From an optimization exercise on the open Yosys and OpenROAD flow, aimed at small area; shortcuts taken in it are not production practice. Function was checked by simulation only, so behaviour that the tests miss may differ from the original. Power is estimated from default activity; no workload was simulated.

## flow/design.v (module list and top-level ports; edited modules follow where they fit)
// module jpeg_capture_addr: 709 lines
// module jpeg_capture_area_eq: 683 lines
// module jpeg_capture_crc: 132 lines
// module jpeg_capture_fifo: 47 lines
// module jpeg_pixel_capture: 170 lines
module jpeg_pixel_capture #(
    parameter int ADDR_W     = 24,
    parameter int FIFO_DEPTH = 16,
    parameter int DIM_W      = 16
) (
    input  logic                 clk,
    input  logic                 rst,
    input  logic                 FrameStart,
    input  logic                 Format,
    input  logic [ADDR_W-1:0]    BaseAddr,
    input  logic                 PixEnable,
    input  logic [DIM_W-1:0]     PixWidth,
    input  logic [DIM_W-1:0]     PixHeight,
    input  logic [DIM_W-1:0]     PixX,
    input  logic [DIM_W-1:0]     PixY,
    input  logic [7:0]           PixR,
    input  logic [7:0]           PixG,
    input  logic [7:0]           PixB,
    output logic                 MemValid,
    input  logic                 MemReady,
    output logic [ADDR_W-1:0]    MemAddr,
    output logic [31:0]          MemData,
    output logic [3:0]           MemStrb,
    output logic                 Busy,
    output logic                 FrameDone,
    output logic                 Overflow,
    output logic                 RangeErr,
    output logic [2*DIM_W-1:0]   PixCount,
    output logic [31:0]          FrameCrc
);
  // ...
==> flow/flow/run.sh <==
#!/bin/bash
# The standard layout, with two changes: the input and output ports are buffered with
# the smallest buffer (buf_1) instead of the default, and clock tree synthesis clusters the
# registers under small clock buffers (clkbuf_4, at most 9 registers each) and inserts no
# dummy loads. The make run writes its full output to standard_finish.log here.
set -euo pipefail
CTS="-sink_clustering_enable -repair_clock_nets -dont_use_dummy_load"
CTS="$CTS -buf_list {sky130_fd_sc_hd__clkbuf_2 sky130_fd_sc_hd__clkbuf_4 sky130_fd_sc_hd__clkbuf_8}"
CTS="$CTS -sink_clustering_buffer sky130_fd_sc_hd__clkbuf_4 -sink_clustering_size 9"
CTS="$CTS -sink_clustering_max_diameter 40 -sink_buffer_max_cap_derate 1.0"
bash standard.sh finish \
    "BUFFER_PORTS_ARGS=-buffer_cell sky130_fd_sc_hd__buf_1" \
    "CTS_ARGS=$CTS" > standard_finish.log 2>&1
==> flow/standard.sh <==
#!/bin/bash
# synth_recipe.tcl (not shown) runs the flow's synth.tcl, then flattens the netlist and writes it again
# the make line also repeats each setting of config.mk as NAME=value (left out here)
make -C /OpenROAD-flow-scripts/flow DESIGN_CONFIG=/design/flow/config.mk WORK_HOME=/design/flow/orfs CLKGATE_MAP_FILE= SYNTH_SCRIPT=/design/flow/synth_recipe.tcl "${@:-finish}"
==> flow/config.mk <==
export PLATFORM = sky130hd
export DESIGN_NAME = jpeg_pixel_capture
export DESIGN_NICKNAME = jpeg_pixel_capture
export VERILOG_FILES = /design/flow/design.v
export SDC_FILE = /design/flow/constraint.sdc
export NUM_CORES = 4
export LEC_CHECK = 0
export ABC_AREA = 1
export CAP_MARGIN = 20
export CORE_MARGIN = 2
export CORE_UTILIZATION = 65
export PLACE_DENSITY = 0.75
export SLEW_MARGIN = 20
==> flow/constraint.sdc <==
create_clock -name core_clock -period 12.0 [get_ports {clk}]
set_input_delay 2.4000 -clock core_clock [delete_from_list [all_inputs] [get_ports {clk}]]
set_output_delay 2.4000 -clock core_clock [all_outputs]
set_load 0.01 [all_outputs]
==> run notes, run 1 <==
CP top delay family = adder cells
synth unique cells = 53
dpl ws = 0.115 ns
initial antenna violation count = 7
simple logic cell fraction of the synthesized area = 0.0689
Data arrival, critical path = 11.89 ns
met2 wire length = 69,700 um
DRC Markers = 0
minimum clock period = 10.70 ns
largest net degree at the start of global routing = 64
# fillers = 5,532
met1 Usage GRT = 0.503
status = complete, no violations
Compound-Gate Fraction of Synth Area = 0.120
Post-Synth XOR/XNOR Area = 0.0572
Pleak = 0.0203 uW
Rel. slew slack = 0.261
most common cell after layout, fill and taps aside = edfxtp_1
register area = 28,400 sq um
routed wl met3 = 16,300 um
R2R depth = 38
hold_sp = s1_rgb[1]
global-route usage over all layers = 0.374
worst-margin pin slew = 1.11 ns
heaviest power group = combinational cells
CTS Buf Count = 140
CLK BUF = 140
maximum clock frequency = 0.0935 GHz
Sw Pwr = 4850 uW
fraction of area in registers = 0.530
==> module jpeg_capture_fifo, before the edit <==
module jpeg_capture_fifo #(
    parameter int WIDTH = 8,
    parameter int DEPTH = 16
) (
    input  logic             clk,
    input  logic             rst,
    input  logic             push,
    input  logic             pop,
    input  logic [WIDTH-1:0] wdata,
    output logic [WIDTH-1:0] rdata,
    output logic             full,
    output logic             empty,
    output logic             do_push
);
    localparam int AW = $clog2(DEPTH);
    logic [WIDTH-1:0] store [DEPTH];
    logic [AW:0]      wr_ptr;
    logic [AW:0]      rd_ptr;
    logic             do_pop;
    logic [DEPTH-1:0] rd_oh;
    assign empty   = (wr_ptr == rd_ptr);
    assign full    = (wr_ptr[AW] != rd_ptr[AW]) && (wr_ptr[AW-1:0] == rd_ptr[AW-1:0]);
    assign do_pop  = pop && !empty;
    assign do_push = push && (!full || do_pop);
    always_comb begin
        rdata = '0;
        for (int i = 0; i < DEPTH; i++)
            if (!empty && rd_oh[i]) rdata = rdata | store[i];
    end
    always_ff @(posedge clk) begin
        if (rst) begin
            wr_ptr <= '0;
            rd_ptr <= '0;
            rd_oh  <= DEPTH'(1);
        end else begin
            if (do_push) wr_ptr <= wr_ptr + (AW+1)'(1);
            if (do_pop) begin
                rd_ptr <= rd_ptr + (AW+1)'(1);
                rd_oh  <= {rd_oh[DEPTH-2:0], rd_oh[DEPTH-1]};
            end
        end
    end
    always_ff @(posedge clk) begin
        for (int i = 0; i < DEPTH; i++)
            if (do_push && wr_ptr[AW-1:0] == AW'(i)) store[i] <= wdata;
    end
endmodule
==> run 2, diff against run 1 <==
--- a/flow/design.v
+++ b/flow/design.v
@@ -1589,7 +1589,7 @@
     always_comb begin
         rdata = '0;
         for (int i = 0; i < DEPTH; i++)
-            if (!empty && rd_oh[i]) rdata = rdata | store[i];
+            if (!empty && rd_oh[i]) rdata = rdata | ~store[i];
     end
     always_ff @(posedge clk) begin
         if (rst) begin
@@ -1606,7 +1606,7 @@
     end
     always_ff @(posedge clk) begin
         for (int i = 0; i < DEPTH; i++)
-            if (do_push && wr_ptr[AW-1:0] == AW'(i)) store[i] <= wdata;
+            if (do_push && wr_ptr[AW-1:0] == AW'(i)) store[i] <= ~wdata;
     end
 endmodule
 module jpeg_pixel_capture #(
==> run 2 against run 1 <==
Still clean on timing, DRC and antenna. Design area down 1.4%. Register-to-register slack worse by 0.83 ns. Count of clock-buffer cells in the layout up 2. Flip-flop and latch count unchanged. Sequential power down 3%. Synthesized area down 1.4%. Hold slack worse by 0.010 ns.
==> run notes, run 2 <==
total core area = 75,700 sq um
Die Ht = 280 um
cells after synthesis = 4,067
CP Max Fanout = 21
HP Class = flip-flop to flip-flop
max-slew violation count = 0
minimum clock period = 11.02 ns (+0.328 ns)
Rel. slew slack = 0.255 (-0.00644)
Post-Route Skew = 0.127 ns
RSZ-0062 raised after global routing = false
final instance area = 52,800 sq um
most frequent cells in the layout = 784 x edfxtp_1, 550 x o22ai_1, 397 x inv_1
CP most frequent cell = fa_1
CTS Buf Count = 142 (+1.4%)
P&R area growth vs syn = 6.64%
drt pass-1 iters = 8
Post-CTS Setup Bufs = 0
Crit path largest cell delay = 1.05 ns
# port buffers = 246
max FFs per register = 784
synth unique cells = 47 (-11%)
worst path required time = 13.17 ns
Final HPWL DP = 83,800 um
global route overflow = 0
Synth Area per Inst = 12.2 sq um
worst vdd ir = 0.000264 V
worst-margin pin slew = 1.12 ns (+0.00966 ns)
initial antenna violation count = 5 (-2)
CTS tree = yes
Pwr per Cell Area = 214 nW/um^2
Total Routed Length = 139,000 um
layout cells sized above 1 = 0.0752
nets = 4,813
DRC Markers = 0 (unchanged)
IO Pins = 247
Vias per Instance = 6.49
first-pass GRT wire length = 207,000 um
CP Launch Type = flip-flop
status = complete, no violations
Synth Net Count = 4,556
Die Width = 280 um
clk sinks = 1,027
hold_buf cts = 0
CTS max path bufs = 3
Critical Path End Type = flip-flop
Period Utilization, post-route = 0.919
commonest cells in the netlist = 784 x edfxtp_1, 550 x o22ai_1, 399 x inv_1, 336 x nand2_1, 286 x fa_1
Data arrival, critical path = 12.19 ns (+0.30 ns)
share of the synthesized area in the top cell type = 0.475
dominant synthesized flop cell = edfxtp_1
root buffer cell = clkbuf_2
row count = 101
Largest Register = u_fifo.store
sequential cell area fraction in the yosys report = 0.573
Seq cells post-synth = 1,027
DRT antenna net count = 0
Netlist Area Pre-Place = 49,500 sq um
final setup violation count = 0
top cells by area, synth = edfxtp_1 48%, fa_1 12%, dfxtp_1 9.8%
final setup TNS = 0 ns
max cap viols = 0
hold_sp = s1_rgb[21]
Wirelength per Cell = 26.3 um
Area after DPL = 51,600 sq um
Async SR Flop Fraction = 0
Pleak = 0.0194 uW (-4.1%)
Routability Congestion = 1.01
vias in the first global route = 34,031
CTS H-tree lvls = 4
crit path kind = flip-flop to flip-flop
global-route usage over all layers = 0.359 (-0.0153)
1st-iter DRT viols = 3,711
largest net degree at the start of global routing = 68 (+6.3%)
clock-pin transition on the worst setup and hold timing paths = 0.09 ns
most common cell after layout, fill and taps aside = edfxtp_1
initial core utilization = 0.654
Worst Setup SP = s1_y[1]
total power draw = 11,300 uW
Regs by FF count = u_fifo.store: 784 flops, PixCount: 32 flops, crc_q: 32 flops
Yosys Warn Count = 5
most frequent cell after synthesis = edfxtp_1
vias = 34,385
CTS-repair resized insts = 0
cell taking the most area after synthesis = edfxtp_1
final count of hold timing violations = 0
slowest cell on the critical path = dfxtp_1
die area = 78,400 sq um
RR Startpoint = s1_y[1]
maximum clock frequency = 0.0907 GHz (-3.0%)
Post-synth EDFFs = 784
clk latency of the worst-skew pair = 1.36 ns
[run 2: cell count changes after synthesis, sizes merged, moves of 60 or more]
cell / change
a22o: -111
inv: -60
nand2: -217
a221oi: -136
o22ai: +345
nor4: +68
[run 2: cells by family after synthesis]
family | share of synthesized area
DFF | 0.573
adders and majority gates | 0.137
xor gates and xnor gates | 0.0588
muxes | 0.00121
AOI/OAI and AO/OA | 0.114
and+or+nand+nor | 0.0650
buffers and inverters | 0.0504
[run 2: final timing paths]
check	endpoint	slack, ns	cells after the start
hold / removal	s2_rgb[21]	0.30	0
setup / recovery	s2_addr[23]	0.98	47
setup reg to reg	s2_addr[23]	0.98	47
hold reg to reg	s2_rgb[21]	0.30	0
[run 2: final cells by class]
cell class / count / area, sq um
multi-input combinational: 2393 / 18800
sequential: 1027 / 28400
tap: 978 / 1220
fill: 5403 / 22900
antenna: 1 / 2.50
inverter: 421 / 1580
clock buffer: 142 / 1160
timing repair buffer: 339 / 1630
[run 2: report_power, final]
part	switching (uW)	total [uW]	internal [uW]
Clock	1070	1670	603
Combinational	3280	5380	2100
Sequential	76.3	4240	4170
Total	4430	11300	6870
[run 2: critical path: cells and delay by family (launching register included)]
kind	cells	cell delay, ns
AO/OA/AOI/OAI	1	0.08
AND/OR/NAND/NOR	1	0.04
flip-flops	1	1.05
XOR/XNOR	6	1.06
adder cells (fa/ha/maj)	25	7.54
buffers and inverters	14	1.09
[run 2: per-stage QoR]
| stage | cells | hold WS (ns) | util | setup WS, ns |
|---|---|---|---|---|
| 5_1_grt | 5301 | 0.295 | 0.698 | 0.334 |
| 4_1_cts | 5299 | 0.296 | 0.698 | 0.888 |
| 6_report | 5301 | 0.298 | 0.698 | 0.976 |
| 2_1_floorplan | 4067 | 0.310 | - | 0.447 |
| 3_5_place_dp | 5157 | 0.312 | 0.682 | 0.255 |
| 3_3_place_gp | 5156 | 0.311 | 0.682 | 0.398 |
[run 2: metal layers]
layer	routed length (um)	vias up	global-route usage	share of wire
li1	-	14896	-	-
met1	52600	16802	0.494	0.38
met2	64300	2301	0.559	0.46
met3	15900	382	0.0725	0.11
met4	6670	4	0.161	0.048
met5	22	-	0	0.00016

[port drivers added, routing unchanged]
Ports are ideal in the flow. The routed layouts listed here were re-timed in OpenROAD.
Step 1 assumes that a clkbuf_16 drives the clock port and a buf_2 every other input.
Step 2, shift: input delay + t, output delay - t, t = (earliest + latest rising clock arrival at the registers) / 2. This alone moves slack from input paths to output paths.
Three values: ideal ports, drivers, drivers and shift; two values: the first two.
run | t, ns | setup WS [ns] | slew at the worst register clock pin (ns)
run 1 | 1.350 | 1.304 / 1.347 / -0.003 | 0.10 / 0.10
run 2 | 1.361 | 0.976 / 0.976 / 0.194 | 0.10 / 0.10
Met with ideal ports but missed after step 2: setup timing in run 1. The setup slack of run 1, which loses most, moves by +0.043 ns with the drivers and by -1.307 ns with both steps.
